This is an optimization exercise on Yosys and OpenROAD, whose aim is small area, not a production implementation.
Function was checked by simulation only, so behaviour that the tests miss may differ from the original. The clock port is modelled as an ideal driver; clocking choices that lean on that would not hold on a real chip.

## guided_stats_top
module guided_stats_top
(
	input  logic        clk,
	input  logic        rst_n,
	input  logic        in_valid,
	input  logic [7:0]  pix_i,
	input  logic [7:0]  pix_p,
	input  logic [7:0]  old_i,
	input  logic [7:0]  old_p,
	output logic        out_valid,
	output logic [11:0] sum_i,
	output logic [11:0] sum_p,
	output logic [41:0] var_num,
	output logic [41:0] cov_num
);
==> flow/config.mk <==
export PLATFORM = sky130hd
export DESIGN_NAME = guided_stats_top
export DESIGN_NICKNAME = guided_stats_top
export VERILOG_FILES = /design/flow/design.v
export SDC_FILE = /design/flow/constraint.sdc
export NUM_CORES = 4
export LEC_CHECK = 0
export CAP_MARGIN = 20
export CORE_MARGIN = 2
export CORE_UTILIZATION = 65
export PLACE_DENSITY = 0.8
export SLEW_MARGIN = 20
==> flow/constraint.sdc <==
create_clock -name core_clock -period 10.0 [get_ports {clk}]
set_input_delay 2.0000 -clock core_clock [delete_from_list [all_inputs] [get_ports {clk}]]
set_output_delay 2.0000 -clock core_clock [all_outputs]
set_load 0.01 [all_outputs]
standard.sh (not shown) runs the stock make flow with config.mk's settings and CLKGATE_MAP_FILE= SYNTH_SCRIPT=/design/flow/synth_recipe.tcl, a recipe that flattens the netlist after the stock synthesis.
==> flow/flow/run.sh <==
#!/bin/bash
# Own layout flow: the standard flow (standard.sh) with these changes:
#  - synthesis runs Yosys's synth without its early ABC pass (-noabc), so the explicit
#    full-adder trees of the RTL reach extract_fa as written, and with Yosys's own
#    (Brent-Kung) carry lookahead for '+' instead of the flow's Kogge-Stone map;
#  - flow/polarity.py then re-picks the polarity of full adders and 2-input gates in the
#    synthesized netlist to drop inverters (registers and ports untouched);
#  - the ports are buffered with buf_1 cells, and the buffers synthesis added are removed
#    before placement (the resizer adds back those it needs);
#  - the clock tree uses larger sink clusters (fewer clock buffers) and no dummy loads.
set -euo pipefail
work=$(pwd)
res="$work/orfs/results/${FLOW_PLATFORM:-sky130hd}/guided_stats_top/base"
sed 's/yosys synth -nofsm -noshare/yosys synth -nofsm -noshare -noabc/' synth_recipe.tcl > "$work/flow_synth.tcl"
grep -q -- '-noabc' "$work/flow_synth.tcl"
bash standard.sh SYNTH_SCRIPT="$work/flow_synth.tcl" SYNTH_OPERATIONS_ARGS="-nofsm" synth > "$work/synth.log" 2>&1
cp "$res/1_2_yosys.v" "$work/yosys_netlist.v"
python3 "$work/flow/polarity.py" "$work/yosys_netlist.v" "$res/1_2_yosys.v" > "$work/polarity.log" 2>&1
rm -f "$res/1_synth.odb"
bash standard.sh BUFFER_PORTS_ARGS="-buffer_cell sky130_fd_sc_hd__buf_1" REMOVE_ABC_BUFFERS=1 \
  CTS_ARGS="-sink_clustering_enable -repair_clock_nets -sink_clustering_size 30 -sink_clustering_max_diameter 100 -buf_list sky130_fd_sc_hd__clkbuf_16 -dont_use_dummy_load" > "$work/layout.log" 2>&1
Other scripts of this flow, unchanged in this note and not shown: flow/flow/polarity.py
The first run completed without violations.
Next try:
--- a/flow/flow/run.sh
+++ b/flow/flow/run.sh
@@ -4,2 +4 @@
-#    full-adder trees of the RTL reach extract_fa as written, and with Yosys's own
-#    (Brent-Kung) carry lookahead for '+' instead of the flow's Kogge-Stone map;
+#    full-adder trees of the RTL reach extract_fa as written;
@@ -16 +15 @@
-bash standard.sh SYNTH_SCRIPT="$work/flow_synth.tcl" SYNTH_OPERATIONS_ARGS="-nofsm" synth > "$work/synth.log" 2>&1
+bash standard.sh SYNTH_SCRIPT="$work/flow_synth.tcl" synth > "$work/synth.log" 2>&1
Final cell count climbs slightly.
Worst setup slack improved by 52 ps.
Worst hold slack got worse by 7.3 ps.
Synthesized area climbs slightly.

Setup of the previous run:
guided_stats_top, a different RTL version from the one above (not shown whole).
For scale: about 2,600 cells after synthesis, ~580 flip-flops, roughly 140 I/O pins, ~37,000 µm² of cells after synthesis.
export LEC_CHECK = 0
export CAP_MARGIN = 20
export CORE_MARGIN = 2
export CORE_UTILIZATION = 40
export SLEW_MARGIN = 20
create_clock -name core_clock -period 10.0 [get_ports {clk}]
==> flow/flow/run.sh <==
#!/bin/bash
# Own layout flow: the standard flow, except that synthesis runs Yosys's synth without its
# early ABC pass (-noabc), so the explicit full-adder trees of the RTL reach extract_fa intact,
# and the ports are buffered with buf_1 cells.
set -euo pipefail
work=$(pwd)
sed 's/yosys synth -nofsm -noshare/yosys synth -nofsm -noshare -noabc/' synth_recipe.tcl > "$work/flow_synth.tcl"
grep -q -- '-noabc' "$work/flow_synth.tcl"
bash standard.sh SYNTH_SCRIPT="$work/flow_synth.tcl" synth > "$work/synth.log" 2>&1
bash standard.sh BUFFER_PORTS_ARGS="-buffer_cell sky130_fd_sc_hd__buf_1" > "$work/layout.log" 2>&1
Per the final summary, the previous run finished and its layout is clean on timing, DRC and antenna.
> inputs changed (the previous run -> the current run)
==> flow/run.sh (new file) <==
#!/bin/bash
# synth_recipe.tcl (not shown) runs the flow's synth.tcl, then flattens the netlist and writes it again
# the make line also repeats each setting of config.mk as NAME=value (left out here)
make -C /OpenROAD-flow-scripts/flow DESIGN_CONFIG=/design/flow/config.mk WORK_HOME=/design/flow/orfs CLKGATE_MAP_FILE= SYNTH_SCRIPT=/design/flow/synth_recipe.tcl finish
-- flow/config.mk --
<<< the previous run, line 9
export CORE_MARGIN = 2
export CORE_UTILIZATION = 40
export SLEW_MARGIN = 20
>>> the current run, line 9
export CORE_MARGIN = 2
export CORE_UTILIZATION = 40
export CTS_BUF_LIST = sky130_fd_sc_hd__clkbuf_8
export SLEW_MARGIN = 20
removed: flow/flow/run.sh
removed: flow/standard.sh
==> run summary <==
- Global-route met3 utilization: the previous run vs the current run, no meaningful difference
- Density: the current run denser than the previous run
- The final reports for the current run and the previous run show routed wire length higher in the former.
- In the flow results for the current run and the previous run, the tap cell instance count is smaller on the previous run.
- Against the previous run, the current run comes in 2,169 higher on count of vias placed by the detailed router.
- The current run falls short of the previous run in post-layout minimum cycle time.
- Run comparison: the current run most frequent standard cell in the layout excluding fill and tap cells inv_1; the previous run most frequent standard cell in the layout excluding fill and tap cells fa_1
- Any difference in transition time of the tightest slew-check pin between the previous run and the current run is small enough to ignore.
- Summary of the comparison: post-route cell area is higher in the current run, relative to the previous run.
- The current run finished all stages; however, its layout fails the closing checks, the failures being setup timing.
- In the metrics for the current run and the previous run, the one carrying the lower met2 usage is the current run.

port drivers added, routing unchanged:
The results above use ideal ports. As a check the final layouts listed here were re-extracted and re-timed, cells and wires unchanged. Step 1 (the two cells are an assumption about what drives the block):
set clk [get_ports {clk}]
set_driving_cell -lib_cell sky130_fd_sc_hd__clkbuf_16 $clk
set_driving_cell -lib_cell sky130_fd_sc_hd__buf_2 [delete_from_list [all_inputs] $clk]
Step 2 also shifts input and output timing later by t, the mid clock arrival at the registers, as if the neighbouring blocks saw the same clock. Three values: ideal ports, drivers, drivers and shift; two values: the first two.
| run | t, ns | setup WS [ns] | worst setup path at the end | worst slew at a driven data input, ns | cell pins on the clock port's net |
|---|---|---|---|---|---|
| the first run of note 1 | 0.621 | 0.349 / 0.295 / 0.426 | register to register | 0.05 | 1 |
| the second run of note 1 | 0.617 | 0.401 / 0.345 / 0.491 | register to register | 0.03 | 1 |
| the previous run | 0.680 | 0.155 / 0.092 / 0.773 | register to output | 0.05 | 1 |
| the current run | 0.760 | -0.015 / -0.071 / 0.689 | register to output | 0.05 | 1 |
